Source: an optimization exercise on an open RTL-to-GDS flow (aim: small area and a short achievable clock period). Production flows keep margins and buffers that such runs may drop. The RTL was checked by simulation tests, not by an equivalence proof against the original design. No activity file was given, so power comes from the tool's default toggle rates.

### flow/run.sh
#!/bin/bash
# synth_recipe.tcl (not shown) runs the flow's synth.tcl, then flattens the netlist and writes it again
# the make line also repeats each setting of config.mk as NAME=value (left out here)
make -C /OpenROAD-flow-scripts/flow DESIGN_CONFIG=/design/flow/config.mk WORK_HOME=/design/flow/orfs CLKGATE_MAP_FILE= SYNTH_SCRIPT=/design/flow/synth_recipe.tcl finish
### flow/config.mk
export PLATFORM = sky130hd
export DESIGN_NAME = st_source
export DESIGN_NICKNAME = st_source
export VERILOG_FILES = /design/flow/design.v
export SDC_FILE = /design/flow/constraint.sdc
export NUM_CORES = 4
export LEC_CHECK = 0
export CAP_MARGIN = 20
export CORE_MARGIN = 2
export CORE_UTILIZATION = 40
export SLEW_MARGIN = 20
### flow/constraint.sdc
create_clock -name core_clock -period 5.0 [get_ports {clk}]
set_input_delay 1.0000 -clock core_clock [delete_from_list [all_inputs] [get_ports {clk}]]
set_output_delay 1.0000 -clock core_clock [all_outputs]
set_load 0.01 [all_outputs]
### flow/design.v
package st_source_pkg;
   localparam int data_w    = 32;
   localparam int channel_w = 4;
   localparam int idle_w    = 8;
   localparam int lat_w     = 16;
   localparam int txn_depth  = 16;
   localparam int resp_depth = 16;
   localparam int level_w    = 5;
   localparam int addr_w = 4;
   typedef logic [data_w-1:0]    st_data_t;
   typedef logic [channel_w-1:0] st_channel_t;
   typedef logic [idle_w-1:0]    idle_t;
   typedef logic [lat_w-1:0]     latency_t;
   typedef logic [addr_w-1:0]    apb_addr_t;
   localparam apb_addr_t reg_ctrl   = 4'h0;
   localparam apb_addr_t reg_data   = 4'h4;
   localparam apb_addr_t reg_status = 4'h8;
   localparam apb_addr_t reg_resp   = 4'hC;
   localparam int txn_w = idle_w + 2 + channel_w + data_w;
   typedef struct packed {
      idle_t       idles;
      logic        sop;
      logic        eop;
      st_channel_t channel;
      st_data_t    data;
   } st_txn_t;
endpackage
`timescale 1ns/1ps
module sync_fifo #(
   parameter int  width     = 8,
   parameter int  depth     = 16
) (
   input  logic                         clk,
   input  logic                         reset,
   input  logic                         push,
   input  logic [width-1:0]             push_data,
   input  logic                         pop,
   output logic [width-1:0]             pop_data,
   output logic                         empty,
   output logic                         full,
   output logic [$clog2(depth+1)-1:0]   level
);
   localparam int ptr_w = (depth > 1) ? $clog2(depth) : 1;
   localparam int lvl_w = $clog2(depth + 1);
   logic [width-1:0]       mem [depth];
   logic [ptr_w-1:0]       wr_ptr;
   logic [ptr_w-1:0]       rd_ptr;
   logic [lvl_w-1:0]       count;
   logic                   do_push;
   logic                   do_pop;
   assign do_push = push && !full;
   assign do_pop  = pop && !empty;
   assign empty    = (count == '0);
   assign full     = (count == lvl_w'(depth));
   assign level    = count;
   assign pop_data = mem[rd_ptr];
   always_ff @(posedge clk) begin
      if (do_push) begin
         mem[wr_ptr] <= push_data;
      end
   end
   always_ff @(posedge clk or posedge reset) begin
      if (reset) begin
         wr_ptr <= '0;
         rd_ptr <= '0;
         count  <= '0;
      end else begin
         if (do_push) begin
            wr_ptr <= (wr_ptr == ptr_w'(depth - 1)) ? '0 : wr_ptr + 1'b1;
         end
         if (do_pop) begin
            rd_ptr <= (rd_ptr == ptr_w'(depth - 1)) ? '0 : rd_ptr + 1'b1;
         end
         if (do_push && !do_pop) begin
            count <= count + 1'b1;
         end else if (do_pop && !do_push) begin
            count <= count - 1'b1;
         end
      end
   end
endmodule
`timescale 1ns/1ps
module apb_csr (
   input  logic                                 clk,
   input  logic                                 reset,
   input  logic                                 psel,
   input  logic                                 penable,
   input  logic                                 pwrite,
   input  st_source_pkg::apb_addr_t             paddr,
   input  logic [31:0]                          pwdata,
   input  logic                                 txn_full,
   input  logic [st_source_pkg::level_w-1:0]    txn_level,
   input  logic                                 resp_empty,
   input  logic                                 resp_full,
   input  logic [st_source_pkg::level_w-1:0]    resp_level,
   input  st_source_pkg::latency_t              resp_out,
   input  logic                                 resp_push,
   input  logic                                 driver_busy,
   output logic [31:0]                          prdata,
   output logic                                 pready,
   output logic                                 pslverr,
   output logic                                 txn_push,
   output st_source_pkg::st_txn_t               txn_in,
   output logic                                 resp_pop
);
   logic          access;
   logic          ctrl_wr;
   logic          data_wr;
   logic          status_rd;
   logic          resp_rd;
   logic          complete;
   logic [31:0]   status_word;
   logic          ctrl_sop;
   logic          ctrl_eop;
   st_source_pkg::st_channel_t   ctrl_channel;
   st_source_pkg::idle_t         ctrl_idles;
   logic          resp_ovf;
   assign pready = 1'b1;
   assign access    = psel && penable;
   assign ctrl_wr   = access && pwrite && (paddr == st_source_pkg::reg_ctrl);
   assign data_wr   = access && pwrite && (paddr == st_source_pkg::reg_data);
   assign status_rd = access && !pwrite && (paddr == st_source_pkg::reg_status);
   assign resp_rd   = access && !pwrite && (paddr == st_source_pkg::reg_resp);
   assign txn_in.idles   = ctrl_idles;
   assign txn_in.sop     = ctrl_sop;
   assign txn_in.eop     = ctrl_eop;
   assign txn_in.channel = ctrl_channel;
   assign txn_in.data    = pwdata;
   assign txn_push = data_wr && !txn_full;
   assign resp_pop = resp_rd && !resp_empty;
   assign pslverr  = (data_wr && txn_full) || (resp_rd && resp_empty);
   assign complete = (txn_level == '0) && !driver_busy;
   assign status_word = {14'd0, resp_ovf, complete, 3'd0, resp_level, 3'd0, txn_level};
   always_comb begin
      prdata = '0;
      if (status_rd) begin
         prdata = status_word;
      end else if (resp_rd && !resp_empty) begin
         prdata = 32'(resp_out);
      end
   end
   always_ff @(posedge clk or posedge reset) begin
      if (reset) begin
         ctrl_sop     <= 1'b0;
         ctrl_eop     <= 1'b0;
         ctrl_channel <= '0;
         ctrl_idles   <= '0;
         resp_ovf     <= 1'b0;
      end else begin
         if (ctrl_wr) begin
            ctrl_sop     <= pwdata[0];
            ctrl_eop     <= pwdata[1];
            ctrl_channel <= pwdata[7:4];
            ctrl_idles   <= pwdata[23:16];
         end
         if (resp_push && resp_full) begin
            resp_ovf <= 1'b1;
         end
      end
   end
endmodule
`timescale 1ns/1ps
module beat_driver (
   input  logic                          clk,
   input  logic                          reset,
   input  st_source_pkg::st_txn_t        txn_out,
   input  logic                          txn_empty,
   input  logic                          src_ready,
   output logic                          txn_pop,
   output logic                          src_valid,
   output st_source_pkg::st_data_t       src_data,
   output st_source_pkg::st_channel_t    src_channel,
   output logic                          src_sop,
   output logic                          src_eop,
   output logic                          driver_busy
);
   st_source_pkg::st_txn_t    txn_q;
   logic       valid_q;
   logic       counting;
   st_source_pkg::idle_t      idle_cnt;
   logic       accept;
   assign accept = valid_q && src_ready;
   assign txn_pop = !txn_empty && (!(valid_q || counting) || accept);
   assign driver_busy = valid_q || counting;
   assign src_valid   = valid_q;
   assign src_data    = valid_q ? txn_q.data    : '0;
   assign src_channel = valid_q ? txn_q.channel : '0;
   assign src_sop     = valid_q && txn_q.sop;
   assign src_eop     = valid_q && txn_q.eop;
   always_ff @(posedge clk) begin
      if (txn_pop) begin
         txn_q <= txn_out;
      end
   end
   always_ff @(posedge clk or posedge reset) begin
      if (reset) begin
         valid_q  <= 1'b0;
         counting <= 1'b0;
         idle_cnt <= '0;
      end else begin
         if (txn_pop) begin
            if (txn_out.idles == '0) begin
               valid_q  <= 1'b1;
               counting <= 1'b0;
            end else begin
               valid_q  <= 1'b0;
               counting <= 1'b1;
               idle_cnt <= txn_out.idles;
            end
         end else if (counting) begin
            if (idle_cnt == st_source_pkg::idle_t'(1)) begin
               counting <= 1'b0;
               valid_q  <= 1'b1;
            end
            idle_cnt <= idle_cnt - 1'b1;
         end else if (accept) begin
            valid_q <= 1'b0;
         end
      end
   end
endmodule
`timescale 1ns/1ps
module backpressure_monitor (
   input  logic                       clk,
   input  logic                       reset,
   input  logic                       src_valid,
   input  logic                       src_ready,
   output logic                       resp_push,
   output st_source_pkg::latency_t    resp_latency
);
   st_source_pkg::latency_t   stall_cnt;
   logic       accept;
   logic       stall;
   assign accept = src_valid && src_ready;
   assign stall  = src_valid && !src_ready;
   assign resp_push    = accept;
   assign resp_latency = stall_cnt;
   always_ff @(posedge clk or posedge reset) begin
      if (reset) begin
         stall_cnt <= '0;
      end else if (accept) begin
         stall_cnt <= '0;
      end else if (stall && (stall_cnt != '1)) begin
         stall_cnt <= stall_cnt + 1'b1;
      end
   end
endmodule
`timescale 1ns/1ps
module st_source (
   input  logic                          clk,
   input  logic                          reset,
   input  logic                          psel,
   input  logic                          penable,
   input  logic                          pwrite,
   input  st_source_pkg::apb_addr_t      paddr,
   input  logic [31:0]                   pwdata,
   output logic [31:0]                   prdata,
   output logic                          pready,
   output logic                          pslverr,
   output logic                          src_valid,
   output st_source_pkg::st_data_t       src_data,
   output st_source_pkg::st_channel_t    src_channel,
   output logic                          src_sop,
   output logic                          src_eop,
   input  logic                          src_ready
);
   logic                 txn_push;
   st_source_pkg::st_txn_t              txn_in;
   logic                 txn_pop;
   st_source_pkg::st_txn_t              txn_out;
   logic                 txn_empty;
   logic                 txn_full;
   logic [st_source_pkg::level_w-1:0]   txn_level;
   logic                 resp_push;
   st_source_pkg::latency_t             resp_latency;
   logic                 resp_pop;
   st_source_pkg::latency_t             resp_out;
   logic                 resp_empty;
   logic                 resp_full;
   logic [st_source_pkg::level_w-1:0]   resp_level;
   logic                 driver_busy;
   apb_csr u_csr (
      .clk         (clk),
      .reset       (reset),
      .psel        (psel),
      .penable     (penable),
      .pwrite      (pwrite),
      .paddr       (paddr),
      .pwdata      (pwdata),
      .txn_full    (txn_full),
      .txn_level   (txn_level),
      .resp_empty  (resp_empty),
      .resp_full   (resp_full),
      .resp_level  (resp_level),
      .resp_out    (resp_out),
      .resp_push   (resp_push),
      .driver_busy (driver_busy),
      .prdata      (prdata),
      .pready      (pready),
      .pslverr     (pslverr),
      .txn_push    (txn_push),
      .txn_in      (txn_in),
      .resp_pop    (resp_pop)
   );
   sync_fifo #(.width(st_source_pkg::txn_w), .depth(st_source_pkg::txn_depth)) txn_fifo (
      .clk       (clk),
      .reset     (reset),
      .push      (txn_push),
      .push_data (txn_in),
      .pop       (txn_pop),
      .pop_data  (txn_out),
      .empty     (txn_empty),
      .full      (txn_full),
      .level     (txn_level)
   );
   beat_driver u_driver (
      .clk         (clk),
      .reset       (reset),
      .txn_out     (txn_out),
      .txn_empty   (txn_empty),
      .src_ready   (src_ready),
      .txn_pop     (txn_pop),
      .src_valid   (src_valid),
      .src_data    (src_data),
      .src_channel (src_channel),
      .src_sop     (src_sop),
      .src_eop     (src_eop),
      .driver_busy (driver_busy)
   );
   backpressure_monitor u_monitor (
      .clk          (clk),
      .reset        (reset),
      .src_valid    (src_valid),
      .src_ready    (src_ready),
      .resp_push    (resp_push),
      .resp_latency (resp_latency)
   );
   sync_fifo #(.width(st_source_pkg::lat_w), .depth(st_source_pkg::resp_depth)) resp_fifo (
      .clk       (clk),
      .reset     (reset),
      .push      (resp_push),
      .push_data (resp_latency),
      .pop       (resp_pop),
      .pop_data  (resp_out),
      .empty     (resp_empty),
      .full      (resp_full),
      .level     (resp_level)
   );
endmodule
==> summary.txt <==
[state kept, by name (all words and copies together) (netlist names), 4 cells and up]
register,flops
txn_fifo.mem,736
resp_fifo.mem,256
u_driver.txn_q,38
u_monitor.stall_cnt,16
u_csr.ctrl_idles,8
u_driver.idle_cnt,8
resp_fifo.count,5
txn_fifo.count,5
resp_fifo.rd_ptr,4
resp_fifo.wr_ptr,4
txn_fifo.rd_ptr,4
txn_fifo.wr_ptr,4
u_csr.ctrl_channel,4
[critical path, cell delays in order (launching register included)]
cell and delay [ns]:
dfrtp_4 0.79, buf_4 0.32, mux4_2 0.53, mux4_2 0.54
a22o_1 0.21, clkdlybuf4s50_1 0.48
[stage by stage]
| stage | setup WS [ns] | cell area, um2 | power, mW | hold slack (ns) | std cells |
|---|---|---|---|---|---|
| 6_report | 0.4650 | 49520 | 18.93 | 0.5026 | 3596 |
| 4_1_cts | 0.3542 | 49520 | 19.12 | 0.5125 | 3595 |
| 3_5_place_dp | 0.5303 | 45830 | 10.82 | 0.5003 | 3390 |
| 2_1_floorplan | 0.1507 | 42790 | 10.61 | 0.4330 | 1937 |
| 5_1_grt | 0.2754 | 49520 | 19.50 | 0.5376 | 3595 |
| 3_3_place_gp | 0.5781 | 45830 | 10.79 | 0.5095 | 3390 |
[cell families after synthesis]
| logic type | count (synthesis) | share of synthesized area |
|---|---|---|
| AOI/OAI and AO/OA | 94 | 0.01572 |
| xor gates and xnor gates | 25 | 0.005124 |
| adders and majority gates | 23 | 0.007085 |
| buffers and inverters | 130 | 0.01540 |
| DFF | 1097 | 0.7630 |
| muxes | 336 | 0.1660 |
| other | 2 | 0.0001757 |
| and+or+nand+nor | 217 | 0.02749 |
[power breakdown]
group	internal [mW]	switching [mW]	total [mW]	leakage, nW
clock network	4.83	3.48	8.31	1.79
logic	0.174	0.222	0.396	4.26
registers	10.1	0.131	10.2	10.7
[layout by cell type, fill, tap and decap left out, drive strengths merged, types with 15 or more instances in the layout]
cell type,instances
clkinv,59
edfxtp,1030
clkbuf,128
inv,21
buf,71
mux4,292
ha,21
and2,63
o21ai,22
clkdlybuf4s50,99
nand2,36
nor2,43
dfrtp,67
mux2,23
mux2i,21
nand3,16
conb,15
[final timing paths]
kind / startpoint / to / slack, ns / depth (start not counted)
worst min-delay path: u_csr.resp_ovf / u_csr.resp_ovf / 0.50 / 1
worst max register to register: txn_fifo.rd_ptr[0] / u_driver.valid_q / 1.49 / 7
max in group asynchronous: reset / resp_fifo.rd_ptr[0] / 3.13 / 3
worst min register to register: u_csr.resp_ovf / u_csr.resp_ovf / 0.50 / 1
worst max-delay path: resp_fifo.rd_ptr[0] / prdata[4] / 0.46 / 5
min in group asynchronous: reset / u_monitor.stall_cnt[6] / 0.66 / 2
[layer usage]
layer / wire, um / vias up / GRT usage
met1: 41190 / 10580 / 0.2422
met2: 45290 / 557 / 0.2802
met5: 21 / - / 0
met4: 1956 / 4 / 0.04525
li1: - / 8402 / -
met3: 4215 / 138 / 0.02497
[cell type report]
cell class	instances	share of cell area
Clock buffer	128	0.05864
Tap cell	1391	0.03514
Sequential cell	1097	0.6588
Antenna cell	1	0.00005053
Timing Repair Buffer	170	0.03583
Multi-Input combinational cell	710	0.1940
Inverter	22	0.001743
Clock inverter	77	0.01584
==> impl_summary.txt <==
----------------------------------------------------
[Routing]
  Antenna-violating nets left ... 0
  Iteration count of the initial detailed-routing pass ... 5
  Detailed Route Iter0 Violations ... 1656
  Via density ... 5.474
  Remaining DRCs ... 0
  Total via count in the routed design ... 19680
  Routed wire length ... 92670 um
  Average detailed-routed wire length per instance ... 25.77 um

[Worst hold path]
  Path category of the worst min-delay check ... reg -> reg

[Floorplanning]
  Number of placed I/O pins ... 115
  Die X-Extent ... 330.9 um
  Core box area ... 105600 um2
  Die outline area ... 109500 um2
  Number of standard-cell rows in the floorplan ... 119
  Initial cell density of the core ... 0.4048
  Die boundary height ... 330.9 um

[Logic synthesis]
  YS warnings ... 5
  Mean post-synth cell area ... 22.21 um2
  Top flip-flop cell by instance count after synthesis ... edfxtp_1
  Synthesized area ... 42730 um2
  Distinct cells, synth ... 65
  Flip-flop and latch count after synthesis ... 1097
  Part of the Yosys area used for sequential elements ... 0.7630
  Most repeated cell in the gate-level netlist after synthesis ... edfxtp_1
  Synthesized netlist cell count ... 1924
  Count of flip-flops with a built-in enable after synthesis ... 1030
  Cell taking the most area after synthesis ... edfxtp_1
  Top cells by count, synth ... 1030 x edfxtp_1, 279 x mux4_2, 67 x dfrtp_1, 63 x and2_1, 51 x clkbuf_1
  Biggest area contributors in the synthesized netlist ... edfxtp_1 72%, mux4_2 15%, dfrtp_1 3.9%
  Portion of synthesized cell area occupied by the leading cell type ... 0.7238
  Share of synthesized registers carrying an async set or reset ... 0.06108

[STA]
  Rel. slew slack ... 0.2865
  Hold Fails Final Rpt ... 0
  Maximum frequency from static timing analysis ... 220.5 MHz
  Final total negative setup slack ... 0 ns
  Max Slew Vio Count ... 0
  Slew at the pin with the worst max-slew slack ... 1.070 ns
  Worst-case clock skew ... 0.07053 ns
  Setup repair after global routing missed its margin ... no
  Number of setup violations in the final report ... 0
  Post-layout min period ... 4.535 ns
  Post-route clock period utilization ... 0.9070

[CTS]
  Root Buffer ... clkbuf_16
  Setup bufs post-CTS ... 0
  Number of buffers added by the clock tree synthesis step ... 109
  Clk sinks ... 1097
  Post-CTS Hold Fix Bufs ... 0
  Clock tree from TritonCTS ... built
  Number of H-tree levels ... 3
  Number of resized instances in the post-cts repair step ... 0
  Clock transition at the registers of the reported paths ... 0.05 ns
  Latest clock arrival within the worst-skew pair ... 0.69 ns
  Maximum clock insertion buffer count ... 3

[Global routing]
  GRT overflow ... 0
  Vias in the first global route ... 20700
  First-pass GRT wire length ... 138300 um
  Overall Global Routing Usage ... 0.1713
  Maximum number of pins on one net before global-route repair ... 61
  Number of antenna violations at the first check in global routing ... 3

[Flow run]
  # Max-Cap Violations ... 0

[Setup path]
  Critical path data required time ... 4.00 ns
  Crit path max fanout ... 31
  Type of the worst setup path ... reg -> out
  Crit path capture type ... output port
  Startpoint kind of the worst setup timing path ... flop
  Arrival time worst endpoint ... 3.54 ns

[Final layout]
  Fraction of final layout cells sized beyond drive strength 1 ... 0.2627
  Finished Core Util ... 0.4691
  Combined area of the multi-input logic cells ... 9607 um2
  Layout overhead on the synthesized area ... 15.88%
  Post-layout net count ... 2175
  Storage cell area ... 32620 um2
  # fillers ... 8555

[Placed design]
  Routability-driven placement congestion ratio ... 0.7681
  Number of buffers inserted by port buffering ... 99
  Detailed placement HPWL ... 53270 um

[Outcome]
  Result of the run ... complete, no violations

[Power and ir drop]
  Worst supply voltage drop on vdd ... 0.3551 mV
  Power per cell area ... 382.2 nW/um2
  Cell leakage power ... 16.76 nW

----------------------------------------------------

[separate check: timing with driven ports]
Ports are ideal in the flow. The routed layout listed here was re-timed in OpenROAD. Step 1 assumes that a clkbuf_16 drives the clock port and a buf_2 every other input. Step 2 adds t to the input delays and takes it off the output delays; t is the mean of the earliest and latest rising clock arrival at the registers after step 1. Input paths then give back, and output paths get back, about the clock's delay inside the block. a / b / c = ideal / step 1 / step 2; a / b = the first two.
t, ns: 0.728
setup WS [ns]: 0.465 / 0.396 / 0.504
cell pins on the clock port's net: 1
After both steps setup and hold are still met in this run. The setup slack of this run moves by -0.069 ns with the drivers and by +0.039 ns with both steps.
